This design comes from an exercise in tuning for small area, a short achievable clock period and few clock cycles per item on the open sky130 flow, not from production work. In this exercise RTL edits were held to simulation tests only and were not proved equivalent to the original.

===== flow/config.mk =====
export PLATFORM = sky130hd
export DESIGN_NAME = gauss_jordan_top
export DESIGN_NICKNAME = gauss_jordan_top
export VERILOG_FILES = /design/flow/design.v
export SDC_FILE = /design/flow/constraint.sdc
export NUM_CORES = 4
export LEC_CHECK = 0
export CAP_MARGIN = 20
export CORE_MARGIN = 2
export CORE_UTILIZATION = 40
export SLEW_MARGIN = 20

===== flow/run.sh =====
#!/bin/bash
# synth_recipe.tcl (not shown) runs the flow's synth.tcl, then flattens the netlist and writes it again
# the make line also repeats each setting of config.mk as NAME=value (left out here)
make -C /OpenROAD-flow-scripts/flow DESIGN_CONFIG=/design/flow/config.mk WORK_HOME=/design/flow/orfs CLKGATE_MAP_FILE= SYNTH_SCRIPT=/design/flow/synth_recipe.tcl finish

===== flow/constraint.sdc =====
create_clock -name core_clock -period 9.0 [get_ports {clk}]
set_input_delay 1.8000 -clock core_clock [delete_from_list [all_inputs] [get_ports {clk}]]
set_output_delay 1.8000 -clock core_clock [all_outputs]
set_load 0.01 [all_outputs]

===== flow/design.v =====
`default_nettype none
package inv_pkg;
	localparam int dim = 5;
	localparam int elem_width = 8;
	localparam int aug_cols = 2 * dim;
	localparam int step_count = dim * (dim - 1) / 2;
	localparam int row_bits = dim * elem_width;
	localparam int aug_row_bits = 2 * row_bits;
	localparam int matrix_bits = dim * row_bits;
	localparam int result_bits = row_bits + matrix_bits;
	typedef logic [elem_width-1:0] elem_t;
	typedef elem_t [dim-1:0] row_t;
	typedef row_t [dim-1:0] matrix_t;
	typedef struct packed {
		row_t left;
		row_t right;
	} aug_row_t;
	typedef logic [$clog2(dim)-1:0] idx_t;
	typedef enum logic {
		forward,
		backward
	} phase_t;
	typedef struct packed {
		row_t diagonal;
		matrix_t transform;
	} result_t;
endpackage
`default_nettype wire
`timescale 1ns/1ns
`default_nettype none
module elim_fsm
(
	input wire logic clk,
	input wire logic reset,
	input wire logic in_valid,
	output logic in_ready,
	input wire logic out_ready,
	output logic out_valid,
	input wire logic phase_last,
	output logic load,
	output logic step_en,
	output inv_pkg::phase_t phase
);
	typedef enum logic [1:0] {
		idle,
		forward,
		backward,
		done
	} state_t;
	state_t state;
	state_t next_state;
	always_ff @(posedge clk)
	begin
		if (reset)
			state <= idle;
		else
			state <= next_state;
	end
	always_comb
	begin
		next_state = state;
		case (state)
			idle:
				if (load)
					next_state = forward;
			forward:
				if (phase_last)
					next_state = backward;
			backward:
				if (phase_last)
					next_state = done;
			done:
				if (out_ready)
					next_state = idle;
			default:
				next_state = idle;
		endcase
	end
	assign in_ready = (state == idle);
	assign out_valid = (state == done);
	assign load = in_valid && in_ready;
	assign step_en = (state == forward) || (state == backward);
	assign phase = (state == backward) ? inv_pkg::backward : inv_pkg::forward;
endmodule
`default_nettype wire
`timescale 1ns/1ns
`default_nettype none
module step_counter
(
	input wire logic clk,
	input wire logic reset,
	input wire logic load,
	input wire logic step_en,
	input wire inv_pkg::phase_t phase,
	output inv_pkg::idx_t pivot_idx,
	output inv_pkg::idx_t row_idx,
	output logic phase_last
);
	localparam int step_width = $clog2(inv_pkg::step_count);
	logic [step_width-1:0] step_num;
	always_ff @(posedge clk)
	begin
		if (reset || load)
		begin
			pivot_idx <= '0;
			row_idx <= inv_pkg::idx_t'(1);
			step_num <= '0;
		end
		else if (step_en)
		begin
			if (phase_last)
			begin
				pivot_idx <= inv_pkg::idx_t'(inv_pkg::dim - 1);
				row_idx <= '0;
				step_num <= '0;
			end
			else
			begin
				step_num <= step_num + 1'b1;
				if (phase == inv_pkg::forward)
				begin
					if (row_idx == inv_pkg::idx_t'(inv_pkg::dim - 1))
					begin
						pivot_idx <= pivot_idx + inv_pkg::idx_t'(1);
						row_idx <= pivot_idx + inv_pkg::idx_t'(2);
					end
					else
						row_idx <= row_idx + inv_pkg::idx_t'(1);
				end
				else
				begin
					if (row_idx == pivot_idx - inv_pkg::idx_t'(1))
					begin
						pivot_idx <= pivot_idx - inv_pkg::idx_t'(1);
						row_idx <= '0;
					end
					else
						row_idx <= row_idx + inv_pkg::idx_t'(1);
				end
			end
		end
	end
	assign phase_last = (step_num == step_width'(inv_pkg::step_count - 1));
endmodule
`default_nettype wire
`timescale 1ns/1ns
`default_nettype none
module aug_matrix_regs
(
	input wire logic clk,
	input wire logic load,
	input wire logic [inv_pkg::matrix_bits-1:0] in_matrix,
	input wire logic step_en,
	input wire inv_pkg::idx_t pivot_idx,
	input wire inv_pkg::idx_t row_idx,
	input wire logic [inv_pkg::aug_row_bits-1:0] new_row,
	output logic [inv_pkg::aug_row_bits-1:0] pivot_row,
	output logic [inv_pkg::aug_row_bits-1:0] target_row,
	output logic [inv_pkg::result_bits-1:0] result
);
	localparam int row_bits = inv_pkg::row_bits;
	localparam int ew = inv_pkg::elem_width;
	logic [inv_pkg::aug_row_bits-1:0] rows [inv_pkg::dim];
	always_ff @(posedge clk)
	begin
		if (load)
		begin
			for (int r = 0; r < inv_pkg::dim; r++)
			begin
				rows[r][inv_pkg::aug_row_bits-1:row_bits] <= in_matrix[r*row_bits +: row_bits];
				for (int c = 0; c < inv_pkg::dim; c++)
					rows[r][c*ew +: ew] <= (r == c) ? ew'(1) : '0;
			end
		end
		else if (step_en)
			rows[row_idx] <= new_row;
	end
	assign pivot_row = rows[pivot_idx];
	assign target_row = rows[row_idx];
	always_comb
	begin
		for (int r = 0; r < inv_pkg::dim; r++)
		begin
			result[inv_pkg::matrix_bits + r*ew +: ew] = rows[r][row_bits + r*ew +: ew];
			result[r*row_bits +: row_bits] = rows[r][row_bits-1:0];
		end
	end
endmodule
`default_nettype wire
`timescale 1ns/1ns
`default_nettype none
module row_update
(
	input wire logic [inv_pkg::aug_row_bits-1:0] pivot_row,
	input wire logic [inv_pkg::aug_row_bits-1:0] target_row,
	input wire inv_pkg::idx_t pivot_idx,
	output logic [inv_pkg::aug_row_bits-1:0] new_row
);
	localparam int ew = inv_pkg::elem_width;
	inv_pkg::elem_t pivot_val;
	inv_pkg::elem_t factor;
	assign pivot_val = pivot_row[inv_pkg::row_bits + pivot_idx*ew +: ew];
	assign factor = target_row[inv_pkg::row_bits + pivot_idx*ew +: ew];
	always_comb
	begin
		for (int i = 0; i < inv_pkg::aug_cols; i++)
			new_row[i*ew +: ew] = target_row[i*ew +: ew] * pivot_val - pivot_row[i*ew +: ew] * factor;
	end
endmodule
`default_nettype wire
`timescale 1ns/1ns
`default_nettype none
module gauss_jordan_top
(
	input wire logic clk,
	input wire logic reset,
	input wire logic in_valid,
	output logic in_ready,
	input wire logic [199:0] in_matrix,
	output logic out_valid,
	input wire logic out_ready,
	output logic [239:0] result
);
	logic load;
	logic step_en;
	inv_pkg::phase_t phase;
	inv_pkg::idx_t pivot_idx;
	inv_pkg::idx_t row_idx;
	logic phase_last;
	elim_fsm u_elim_fsm
	(
		.clk(clk),
		.reset(reset),
		.in_valid(in_valid),
		.in_ready(in_ready),
		.out_ready(out_ready),
		.out_valid(out_valid),
		.phase_last(phase_last),
		.load(load),
		.step_en(step_en),
		.phase(phase)
	);
	step_counter u_step_counter
	(
		.clk(clk),
		.reset(reset),
		.load(load),
		.step_en(step_en),
		.phase(phase),
		.pivot_idx(pivot_idx),
		.row_idx(row_idx),
		.phase_last(phase_last)
	);
	logic [inv_pkg::aug_row_bits-1:0] pivot_row;
	logic [inv_pkg::aug_row_bits-1:0] target_row;
	logic [inv_pkg::aug_row_bits-1:0] new_row;
	aug_matrix_regs u_aug_matrix_regs
	(
		.clk(clk),
		.load(load),
		.in_matrix(in_matrix),
		.step_en(step_en),
		.pivot_idx(pivot_idx),
		.row_idx(row_idx),
		.new_row(new_row),
		.pivot_row(pivot_row),
		.target_row(target_row),
		.result(result)
	);
	row_update u_row_update
	(
		.pivot_row(pivot_row),
		.target_row(target_row),
		.pivot_idx(pivot_idx),
		.new_row(new_row)
	);
endmodule
`default_nettype wire

==> metrics.md <==
| Metric | Value |
|---|---|
| Fin area | `approximately 64000 um2` |
| Crit end category | `register` |
| FF+latch area | `around 20000 um2` |
| Most used cell along the critical path | `inv_1` |
| Die Ht | `377.6 um` |
| Setup ws final | `0.3138 ns` |
| Footprint of the multi-input gates | `31200 um2` |
| Yosys top cell by area | `edfxtp_1` |
| Sequential share of the synthesized area | `35.08%` |
| Vias in the first global route | `~41000` |
| Layout cells sized above 1 | `between 10% and 20%` |
| Relative slew slack | `27.35%` |
| Cells after DPL | `just under 7000` |
| Post-synthesis xor/xnor area fraction | `5.624%` |
| Gr ovfl total | `0` |
| Final hold vios | `0` |
| Worst skew pair latency | `0.70 ns` |
| Tot GR Track Use | `approximately 27%` |
| Final Cycle Share | `96.51%` |
| Total of max-cap violations | `0` |
| Reg clk slew, reported paths | `0.06 ns` |
| CP endpoint | `u_aug_matrix_regs.rows[3][63]$_DFFE_PP_` |
| Hold Path Cell Cnt | `2` |
| First-pass GRT wire length | `between 200000 and 300000 um` |
| RD Place Congestion | `0.9852` |
| Final Routed Wirelength | `194200 um` |
| EDFF count, synth | `640` |
| Slew of the pin with the lowest slew margin | `1.090 ns` |
| Largest family of logic cells by synthesized area | `adder cells` |
| DR DRC count | `0` |
| IO buf count | `445` |
| Synthesized instance count | `~4900` |
| Row Count | `137` |
| R2r setup slk | `0.31 ns` |
| WP data required | `9.42 ns` |
| Mux contribution to synthesized area | `between 15 and 20%` |
| Clock sink count | `658` |
| Area Growth Syn to Fin | `14.47%` |
| Compound-gate portion of the synthesized area | `3.571%` |
| CTS Buffer Depth | `3` |
| Pins Over Slew Limit | `0` |
| Synth Area in Simple Gates | `between 9 and 10%` |
| Synth top area cells | `edfxtp_1, fa_1, mux4_2` |
| Fill cells | `12805` |
| HPWL Detailed | `142200 um` |
| Outcome | `timing/DRC/antenna clean` |
| Setup Skew | `0.03221 ns` |
| Root buffer cell | `clkbuf_16` |
| TritonCTS buffer count | `76` |
| Pre-antenna DRT Iters | `5` |
| Crit Path Max Fanout | `26` |
| H-tree depth | `3` |
| Synth Warn # | `4` |
| Flop and latch count out of synthesis | `658` |
| Setup tns final | `0 ns` |
| Final #Nets | `6035` |
| Fraction of registers with async set/reset | `0%` |
| Count leader, synth | `edfxtp_1` |
| Synthesized cell area | `55820 um2` |
| Initial DRC count | `4173` |
| Critical path type | `reg -> reg` |
| Delay of the slowest critical-path stage | `~0.60 ns` |
| DIE AREA | `142500 um2` |
| DR WL/cell | `27.42 um` |
| Post-Synthesis Net Count | `5828` |
| CP max stage cell | `xnor3_1` |
| Dominant synthesized flop cell | `edfxtp_1` |
| Top-area cell type share of the netlist area | `between 30% and 40%` |
| Synth cell count leaders | `edfxtp_1, nand2_1, inv_1` |
| Post-Layout Cell Count | `7083` |
| Die X | `approximately 380 um` |
| RSZ-0062 raised after global routing | `false` |
| Setup violations, final | `0` |
| Largest net degree at the start of global routing | `83` |
| Place WS | `0.3716 ns` |
| Max Clock Freq | `115.1 MHz` |
| TritonCTS clock tree | `done` |
| Final Util | `45.96%` |
| CORE AREA | `approximately 140000 um2` |
| Startpoint types | `register` |
| Worst r2r path cells | `29` |
| Unique masters post-synth | `64` |
| Initial core utilization | `roughly two fifths` |
| Top-level port count | `446` |
| Mean number of vias per cell | `5.602` |
| Hold bufs inserted after CTS | `0` |
| Period minus WS final | `8.686 ns` |
| Area after DPL | `61290 um2` |
| Antenna Nets Post-Route | `0` |
| Hold slack final | `about 0.52 ns` |
| Worst EP arrival | `9.11 ns` |
| Synth Area in Adders | `19.86%` |
| R2R Path End | `u_aug_matrix_regs.rows[3][63]$_DFFE_PP_` |
| Worst hold path class | `reg -> reg` |
| Via count | `39681` |
| Initial antenna violation count | `11` |
| Syn Area/Cell | `11.31 um2` |
worst max-delay path, delay by kind of cell, from the launching register on:
kind                     cells  cell delay (ns)
adder cells (fa/ha/maj)      7             2.83
XOR/XNOR                     5             1.34
AND/OR/NAND/NOR              4             1.27
buffers and inverters        8             1.18
AO/OA/AOI/OAI                4             0.82
flip-flops                   1             0.59
multiplexers                 1             0.34
cells by family (layout without fill, tap and decap cells):
logic type,count (synthesis),count (layout)
and+or+nand+nor,1298,1298
DFF,658,658
other,0,1
adders and majority gates,688,688
AOI/OAI and AO/OA,328,329
xor gates and xnor gates,300,300
muxes,569,569
buffers and inverters,1095,1364
per-layer routing:
| layer | share of wire [%] | GRT usage [%] | up-vias |
|---|---|---|---|
| li1 | - | - | 16932 |
| met1 | 40 | 36.62 | 20405 |
| met2 | 47 | 43.53 | 1991 |
| met3 | 9.3 | 5.777 | 339 |
| met4 | 3.6 | 9.638 | 14 |
| met5 | 0.051 | 0 | - |
flip-flops by register name, indices dropped and copies added, names as in the netlist, named ones only:
name and flops:
u_aug_matrix_regs.rows 640, u_elim_fsm.state 2, u_step_counter.pivot_idx 3, u_step_counter.row_idx 3, u_step_counter.step_num 4
worst min path at each step:
stage,to,startpoint,slack (ns)
final,u_step_counter.step_num[3]$_SDFFE_PP0N_,u_step_counter.step_num[3]$_SDFFE_PP0N_,0.52
after detailed placement,u_step_counter.step_num[3]$_SDFFE_PP0N_,u_step_counter.step_num[3]$_SDFFE_PP0N_,0.50
after CTS,u_step_counter.step_num[3]$_SDFFE_PP0N_,u_step_counter.step_num[3]$_SDFFE_PP0N_,0.51
after global routing,u_step_counter.step_num[3]$_SDFFE_PP0N_,u_step_counter.step_num[3]$_SDFFE_PP0N_,0.54
after floorplan,u_step_counter.step_num[3]$_SDFFE_PP0N_,u_step_counter.step_num[3]$_SDFFE_PP0N_,0.46
after global placement,u_step_counter.step_num[3]$_SDFFE_PP0N_,u_step_counter.step_num[3]$_SDFFE_PP0N_,0.47
final cells by class:
| class | count | area share, % |
|---|---|---|
| diodes | 1 | 0.003916 |
| repair buffers | 611 | 9.227 |
| well taps | 1876 | 3.674 |
| multi-input cells | 3184 | 48.83 |
| flip-flops and latches | 658 | 30.68 |
| inverters | 612 | 3.595 |
| clock buffers | 91 | 3.065 |
| clock inverters | 50 | 0.9282 |
layout by cell type, fill, tap and decap left out, types with 9 or more instances in the layout:
cell type and instances:
edfxtp_1 640, inv_1 609, nand2_1 608, clkdlybuf4s50_1 445, nor2_1 443, ha_1 358, fa_1 330, mux4_2 276
xnor2_1 223, o21ai_0 170, mux2i_1 154, buf_4 151, mux2_2 138, clkbuf_16 76, and2_1 60, a21oi_1 42
or2_2 41, xor2_1 40, xnor3_1 35, a22oi_1 34, nand3_1 25, nand2b_1 25, nor3_1 25, a21o_1 18
clkinv_1 16, nor2b_1 16, clkbuf_1 15, o21bai_1 14, buf_12 14, dfxtp_1 12, clkinv_2 11, bufinv_16 10
nand4_1 9
what timing repair did:
item	4_1_cts	5_1_grt
setup buffers	0	1
endpoints found under the setup margin	0	12
resized for setup	0	2
Testbench counts, summed over its fixed seeds: cycles 4,224, items 192.

what the ideal ports hide:
The results above use ideal ports. As a check the final layout listed here was re-extracted and re-timed, cells and wires unchanged.
Step 1 (the two cells are an assumption about what drives the block):
set clk [get_ports {clk}]
set_driving_cell -lib_cell sky130_fd_sc_hd__clkbuf_16 $clk
set_driving_cell -lib_cell sky130_fd_sc_hd__buf_2 [delete_from_list [all_inputs] $clk]
Step 2 moves the port delays by t, midway between the first and last clock arrival at a register: inputs arrive t later, outputs are due t later. That takes back most of the time a late clock gives input paths.
Slacks: ideal / step 1 / step 2; pairs: ideal / step 1.
t (ns): 0.760
setup slack, ns: 0.314 / 0.314 / 0.314
hold slack, ns: 0.515 / 0.515 / 0.515
worst setup path at the end: register to register
After both steps setup and hold are still met in this run. For this run, drivers alone change the setup slack by 0.000 ns; drivers and shift together by 0.000 ns.
